What follows belongs to an exercise in optimizing a design on an open flow for small area, a short achievable clock period and few clock cycles per item; a production flow would make more cautious choices. In this exercise RTL edits were held to simulation tests only and were not proved equivalent to the original. No activity file was given, so power comes from the tool's default toggle rates.

==> flow/design.v (excerpt) <==
module ln_top (
    input  logic                  core_clk,
    input  logic                  rst_n,
    input  logic                  ln_start,       
    input  ln_pkg::ln_cfg_t       cfg,            
    input  logic [(4 * 4 * 8)-1:0] lbuf_rdata,
    input  logic [(4 * 4 * 8)-1:0] cache_rdata,
    output logic                  ln_end,
    output ln_pkg::ln_lbuf_req_t  lbuf_req,
    output logic [(4 * 4 * 8)-1:0] lbuf_wdata,
    output ln_pkg::ln_cache_req_t cache_req,
    output logic [(4 * 4 * 8)-1:0] cache_wdata
);
    localparam int ROWS  = 4 * 4;
    localparam int ACC_W = 19;                    
    localparam int P_W   = 26;                    
    localparam logic [1:0] PT_SUMC = 2'd0;
    localparam logic [1:0] PT_SUMX = 2'd1;
    localparam logic [1:0] PT_OUTL = 2'd2;
    localparam logic [4:0] GAP     = 5'd17;       
    logic [13-1:0] ia_q, oa_q;
    logic [12-1:0]   n_q;
    logic [2:0] sh_s3;       
    logic [6:0] sh_mask;     
    logic       sh_s8;       
    always_ff @(posedge core_clk) begin
        ia_q  <= 13'(cfg.ifm_align);
        oa_q  <= 13'(cfg.ofm_align);
        n_q   <= cfg.channel_number;
        sh_s8 <= cfg.shift_out[3];
        sh_s3 <= cfg.shift_out[3] ? 3'd0 : cfg.shift_out[2:0];
        for (int j = 0; j < 7; j++)
            sh_mask[j] <= cfg.shift_out[3] || (cfg.shift_out[2:0] >= 3'(7 - j));
    end
    logic                  busy;
    logic                  act;         
    logic                  first;       
    logic [1:0]            pt;          
    logic [1:0]            pend;        
    logic [12-1:0]   cnt;         
    logic [4:0]            gap;
    logic                  gap_on;
    logic [11:0]           sl;          
    logic                  cren;
    logic [13-1:0] raddr, rbase, rnext;
    logic                  last_req;
    logic                  go;          
    logic                  lastn;       
    assign last_req = act && lastn;
    assign rnext    = rbase + ia_q;
    assign go       = gap_on && (gap == 5'd1);
    always_ff @(posedge core_clk or negedge rst_n) begin
        if (!rst_n) begin
            busy   <= 1'b0;
            act    <= 1'b0;
            first  <= 1'b0;
            gap_on <= 1'b0;
            cren   <= 1'b0;
        end else begin
            first <= 1'b0;
            if (!busy) begin
                if (ln_start) begin
  ...
Size: ~6500 cells after synthesis, about 690 I/O pins, about 61000 um^2 of cells after synthesis.
Settings: LEC_CHECK=0, CAP_MARGIN=20, CORE_MARGIN=2, CORE_UTILIZATION=45, CTS_BUF_LIST=sky130_fd_sc_hd__clkbuf_8, CTS_CLUSTER_DIAMETER=50, CTS_CLUSTER_SIZE=12, PLACE_DENSITY=0.6, SLEW_MARGIN=20; clock period 9.0 ns.
standard.sh (not shown) runs the stock make flow with config.mk's settings and CLKGATE_MAP_FILE= SYNTH_SCRIPT=/design/flow/synth_recipe.tcl, a recipe that flattens the netlist after the stock synthesis.
==> flow/flow/run.sh <==
#!/bin/bash
set -euo pipefail
export BUFFER_PORTS_ARGS="-buffer_cell sky130_fd_sc_hd__buf_2"
export SETUP_SLACK_MARGIN=5.3
bash standard.sh > flow_make.log 2>&1
Testbench counts at the start, summed over its fixed seeds: cycles 69,324, items 40,736.
Next try:
--- a/flow/design.v
+++ b/flow/design.v
@@ -56,17 +56,17 @@
     output logic [(4 * 4 * 8)-1:0] cache_wdata
 );
     localparam int ROWS  = 4 * 4;
     localparam int ACC_W = 19;                    
     localparam int P_W   = 26;                    
     localparam logic [1:0] PT_SUMC = 2'd0;
     localparam logic [1:0] PT_SUMX = 2'd1;
     localparam logic [1:0] PT_OUTL = 2'd2;
-    localparam logic [4:0] GAP     = 5'd17;       
+    localparam logic [4:0] GAP     = 5'd18;       
     logic [13-1:0] ia_q, oa_q;
     logic [12-1:0]   n_q;
     logic [2:0] sh_s3;       
     logic [6:0] sh_mask;     
     logic       sh_s8;       
     always_ff @(posedge core_clk) begin
         ia_q  <= 13'(cfg.ifm_align);
         oa_q  <= 13'(cfg.ofm_align);
@@ -219,21 +219,23 @@
     end
     assign lbuf_req.ren   = act;
     assign lbuf_req.raddr = raddr;
     assign lbuf_req.wen   = lwen;
     assign lbuf_req.waddr = waddr;
     assign cache_req.ren  = cren;
     assign cache_req.wen  = p3_cwr;
     assign cache_req.addr = caddr;
-    logic [(4 * 4 * 8)-1:0] r_o;
+    logic [(4 * 4 * 8)-1:0] r_l;    
+    logic [(4 * 4 * 8)-1:0] r_o;    
     always_ff @(posedge core_clk) begin
+        r_l <= p2_sum ? lbuf_rdata : '0;
         r_o <= p2_srcc ? cache_rdata : lbuf_rdata;
     end
-    assign cache_wdata = r_o;
+    assign cache_wdata = r_l;
     logic                    ex_on;
     logic [3:0]              ek;
     logic [3:0]              ek_n;
     logic [6:0]              m_reg, m_d;
     logic [4:0]              e_reg, e_d, e_d2;
     logic                    sv, pv;
     logic signed [ACC_W-1:0] s_reg;
     logic signed [ACC_W+1:0] s3_reg;    
@@ -254,17 +256,17 @@
         if (!rst_n) begin
             ex_on <= 1'b0;
             ek    <= '0;
             sv    <= 1'b0;
             pv    <= 1'b0;
         end else begin
             sv <= ex_on;
             pv <= sv;
-            if (p2_sum && p2_last) begin
+            if (p3_sum && p3_last) begin
                 ex_on <= 1'b1;
                 ek    <= '0;
             end else if (ex_on) begin
                 ek <= ek + 4'd1;
                 if (ek == 4'd15) ex_on <= 1'b0;
             end
         end
     end
@@ -309,17 +311,17 @@
         logic [8:0]       lo;
         logic [10:0]      hi;
         logic [ACC_W-1:0] nxt;
         logic [9:0]       d;
         logic [9:0]       ne;
         logic             nf;
         logic             sg;
         logic [7:0]       shl;
-        assign u  = p2_sum ? {~lbuf_rdata[r*8+7], lbuf_rdata[r*8 +: 7]} : 8'd0;
+        assign u  = {r_l[r*8+7] ^ p3_sum, r_l[r*8 +: 7]};
         assign lo = {1'b0, acc[r][7:0]} + {1'b0, u};
         assign hi = acc[r][18:8] + {10'd0, lo[8]};
         if (r == ROWS - 1) begin : g_tail
             assign nxt = '0;
         end else begin : g_link
             assign nxt = acc[r+1];
         end
         always_ff @(posedge core_clk or negedge rst_n) begin
First-iteration DRC count goes down by 19%.
Sequential share of layout area is higher by 3.2 points.
Global-route usage fell by 0.81 points.
Combinational power climbs by 91%.
Worst setup slack is better by 0.045 ns.
Synthesized area goes up by about 4.6%.
Non-clock buffer count fell by 71.
Power rises by about 60%.
Count of clock-buffer cells in the layout rose by 16.
Register-to-register slack is better by 0.05 ns.
Testbench counts after the change, summed over its fixed seeds: cycles 69,512, items 40,736.

[port drivers added, routing unchanged]
The flow's constraints put no driver on any port. The routed layouts listed below were extracted and timed again, unchanged, in two steps. Step 1: set_driving_cell puts a clkbuf_16 on core_clk and a buf_2 on each other input, an assumption about the parent block. Step 2 adds t to the input delays and takes it off the output delays; t is the mean of the earliest and latest rising clock arrival at the registers after step 1. Input paths then give back, and output paths get back, about the clock's delay inside the block. Three values: ideal ports, drivers, drivers and shift; two values: the first two.
run | shift t [ns] | slack for setup (ns) | latest minus earliest clock arrival (ns) | worst data-port slew with drivers (ns) | cell pins on the clock port's net
the first run | 0.938 | 5.270 / 5.267 / 4.339 | 0.055 / 0.055 | 0.22 | 1
the second run | 0.958 | 5.315 / 5.315 / 5.315 | 0.069 / 0.069 | 0.12 | 1
After both steps setup and hold are still met in every run listed. The setup slack of the first run, which loses most, moves by -0.003 ns with the drivers and by -0.931 ns with both steps.
